From an optimization exercise on the open Yosys and OpenROAD flow, aimed at small area and few clock cycles per item; shortcuts taken in it are not production practice.
Only simulation tests tie the RTL to the original design; equivalence was not proved.
No activity file was given, so power comes from the tool's default toggle rates.

Setup of build 26:
// stack_with_remove_by_value_unit
module stack_with_remove_by_value_unit #(
    parameter int unsigned DEPTH = stkrm_pkg::DEPTH_DEFAULT
) (
    input  logic                              aclk,
    input  logic                              aresetn,
    input  logic                              s_tvalid,
    output logic                              s_tready,
    input  logic [stkrm_pkg::S_TDATA_W-1:0]   s_tdata,
    output logic                              m_tvalid,
    input  logic                              m_tready,
    output logic [stkrm_pkg::M_TDATA_W-1:0]   m_tdata
);
Size: roughly 280 flip-flops, roughly 46 I/O pins, ~13000 um2 of cells after synthesis.
export LEC_CHECK = 0
export CAP_MARGIN = 5
export CORE_MARGIN = 2
export CORE_UTILIZATION = 30
export CTS_CLUSTER_DIAMETER = 100
export CTS_CLUSTER_SIZE = 24
export GPL_TIMING_DRIVEN = 0
export SETUP_SLACK_MARGIN = -0.06
export SLEW_MARGIN = 5
export SYNTH_HIERARCHICAL = 1
export SYNTH_MINIMUM_KEEP_SIZE = 0
create_clock -name core_clock -period 3.2 [get_ports {aclk}]
standard.sh (not shown) runs the stock make flow with config.mk's settings and CLKGATE_MAP_FILE= SYNTH_SCRIPT=/design/flow/synth_recipe.tcl, a recipe that flattens the netlist after the stock synthesis.
==> flow/flow/run.sh <==
#!/bin/bash
# Own flow: the standard layout (standard.sh, unchanged synthesis and
# steps), except that the port buffers are plain buf_2 cells instead of the
# delay buffers buffer_ports picks by default. Every port still gets a buffer.
set -euo pipefail
export BUFFER_PORTS_ARGS="-buffer_cell sky130_fd_sc_hd__buf_2"
bash standard.sh finish > standard_flow.log 2>&1
Testbench counts of build 26, summed over its fixed seeds: cycles 16,008, items 16,000.
Inputs modified between build 26 and build 11:
- a deleted SETUP_SLACK_MARGIN that had been -0.06
- a change of CAP_MARGIN from 5 to 0
- a change of SLEW_MARGIN from 5 to 0
--- outcome ---
Build 11 against build 26: switching fraction of total power held, worst hold slack after final layout went up 0.0054 ns.
| total routed wirelength | build 11 vs build 26 | ≈ equal |
diff inputs: build 11 => build 85
- a deleted CTS_CLUSTER_DIAMETER that had been 100
- a change of SLEW_MARGIN from 0 to 20
- a change of CAP_MARGIN from 0 to 20
- a deleted CTS_CLUSTER_SIZE that had been 24
==> flow/run.sh (new file) <==
#!/bin/bash
# synth_recipe.tcl (not shown) runs the flow's synth.tcl, then flattens the netlist and writes it again
# the make line also repeats each setting of config.mk as NAME=value (left out here)
make -C /OpenROAD-flow-scripts/flow DESIGN_CONFIG=/design/flow/config.mk WORK_HOME=/design/flow/orfs CLKGATE_MAP_FILE= SYNTH_SCRIPT=/design/flow/synth_recipe.tcl finish
removed: flow/flow/run.sh
removed: flow/standard.sh
--- outcome ---
The higher number of fill cells came out of build 11. Total stage count of the critical path on build 85 is down relative to build 11. Row post-layout minimum cycle time: build 85 lower / build 11 higher. Compared with build 11, build 85 shows a total routed wirelength that is about 2.2% higher. The count of cells resized by post-cts repair reported for build 85 is greater than that of build 11 by 29. Build 85 vs build 11, class of the worst hold path: flip-flop to flip-flop vs input port to flip-flop. Comparing the two runs side by side, build 85 comes out behind build 11 on clock distribution power.
[inputs] build 24 vs build 85
- CTS_CLUSTER_DIAMETER: unset -> 100
- CTS_CLUSTER_SIZE: unset -> 24
- CORE_UTILIZATION: 30 -> 40
==> flow/flow/run.sh (new file) <==
#!/bin/bash
# Own flow: the standard layout (standard.sh, unchanged synthesis and
# steps), except that the port buffers are plain buf_2 cells instead of the
# delay buffers buffer_ports picks by default. Every port still gets a buffer.
set -euo pipefail
export BUFFER_PORTS_ARGS="-buffer_cell sky130_fd_sc_hd__buf_2"
bash standard.sh finish > standard_flow.log 2>&1
==> flow/standard.sh (new file) <==
#!/bin/bash
# synth_recipe.tcl (not shown) runs the flow's synth.tcl, then flattens the netlist and writes it again
# the make line also repeats each setting of config.mk as NAME=value (left out here)
make -C /OpenROAD-flow-scripts/flow DESIGN_CONFIG=/design/flow/config.mk WORK_HOME=/design/flow/orfs CLKGATE_MAP_FILE= SYNTH_SCRIPT=/design/flow/synth_recipe.tcl "${@:-finish}"
removed: flow/run.sh
Results
Every stage of the flow completed for build 24, and the final layout passed the timing, DRC and antenna checks. No stage failed in build 85, and the final checks on the layout all came back clean. Build 85 -> build 24: final design instance area without fill decreased by a few percent. Worst hold slack (higher): build 85. | period utilization | lower: build 85 |. Build 85 ended up with fill_reg[3] as its worst setup path endpoint; build 24 ended up with g_cell[24].u_cell.g_bit[5].u_bit.data_reg. Comparing build 24 with build 85, the flip-flop and latch power came out essentially unchanged. Build 85 has a higher die outline area than build 24. Looking only at all-layer global routing usage, and setting everything else aside, the higher value of build 24 and build 85 goes to build 24.
What build 56 does differently from build 24 at the input level:
- an added CTS_BUF_LIST of sky130_fd_sc_hd__clkbuf_8
- a change of CTS_CLUSTER_SIZE from 24 to 14
- a change of CORE_UTILIZATION from 40 to 30
- a change of CAP_MARGIN from 20 to 5
- a change of CTS_CLUSTER_DIAMETER from 100 to 70
- a change of SLEW_MARGIN from 20 to 5
Findings:
Build 56 finished every step from synthesis to the final layout, and the layout passed the timing, DRC and antenna checks.
The half-perimeter wire length after placement in build 56 sits 1.7% below the value recorded for build 24.
Diff build 24 -> build 56: critical path's largest stage delay went down 0.05 ns, number of well taps went up, initial core utilization went down by 10 points.
Build 56 vs build 24 on post-route worst setup slack: build 56 is the higher one.
Post-synthesis async set-or-reset flop share: build 56 vs build 24, no meaningful difference
There was hardly any difference in design area between build 56 and build 24.
In build 56, the number of global-route vias before repair came out 526 above the value in build 24.
Relative to build 24, share of total power in combinational logic has decreased by 0.2 points in build 56.
What build 57 does differently from build 56 at the input level:
- swapping 14 for 24 in CTS_CLUSTER_SIZE
- swapping 70 for 100 in CTS_CLUSTER_DIAMETER
- clearing CTS_BUF_LIST, which used to be sky130_fd_sc_hd__clkbuf_8
### Flow results
Most common library cell in the layout ignoring fill and taps = sky130_fd_sc_hd__xnor2_1: build 56; most common library cell in the layout ignoring fill and taps = sky130_fd_sc_hd__dfxtp_1: build 57. Looking at worst hold margin, build 57 sits above build 56. The global-route usage over all layers in build 57 sits 0.41 points below the value recorded for build 56. Compared with build 56, in build 57 area overhead of the layout relative to synthesis fell 0.42 points; count of clock-buffer cells in the layout fell 9; sum of internal, switching and leakage power rose about 0.6%.

-- separate check: timing with driven ports --
In the flow no input, the clock included, has a driving cell. The finished layouts below were timed again as built, in two steps.
Step 1 assumes that a clkbuf_16 drives the clock port and a buf_2 every other input.
Step 2 adds t to the input delays and takes it off the output delays; t is the mean of the earliest and latest rising clock arrival at the registers after step 1. Input paths then give back, and output paths get back, about the clock's delay inside the block.
Three values: no drivers, after step 1, after step 2; two values: the first two.
| run | t, ns | setup WS [ns] | latest minus earliest clock arrival (ns) | worst data-port slew with drivers (ns) |
|---|---|---|---|---|
| build 26 | 0.548 | 0.083 / 0.083 / -0.233 | 0.015 / 0.015 | 0.04 |
| build 11 | 0.548 | 0.140 / 0.140 / -0.205 | 0.018 / 0.018 | 0.05 |
| build 85 | 0.607 | 0.147 / 0.162 / -0.440 | 0.013 / 0.013 | 0.05 |
| build 24 | 0.559 | 0.099 / 0.099 / -0.243 | 0.032 / 0.032 | 0.04 |
| build 56 | 0.612 | 0.152 / 0.152 / -0.218 | 0.029 / 0.030 | 0.04 |
| build 57 | 0.544 | 0.124 / 0.124 / -0.250 | 0.015 / 0.015 | 0.04 |
With both steps, setup timing fails in every run listed, where it was met with ideal ports. The setup slack of build 85, which loses most, moves by +0.015 ns with the drivers and by -0.587 ns with both steps.
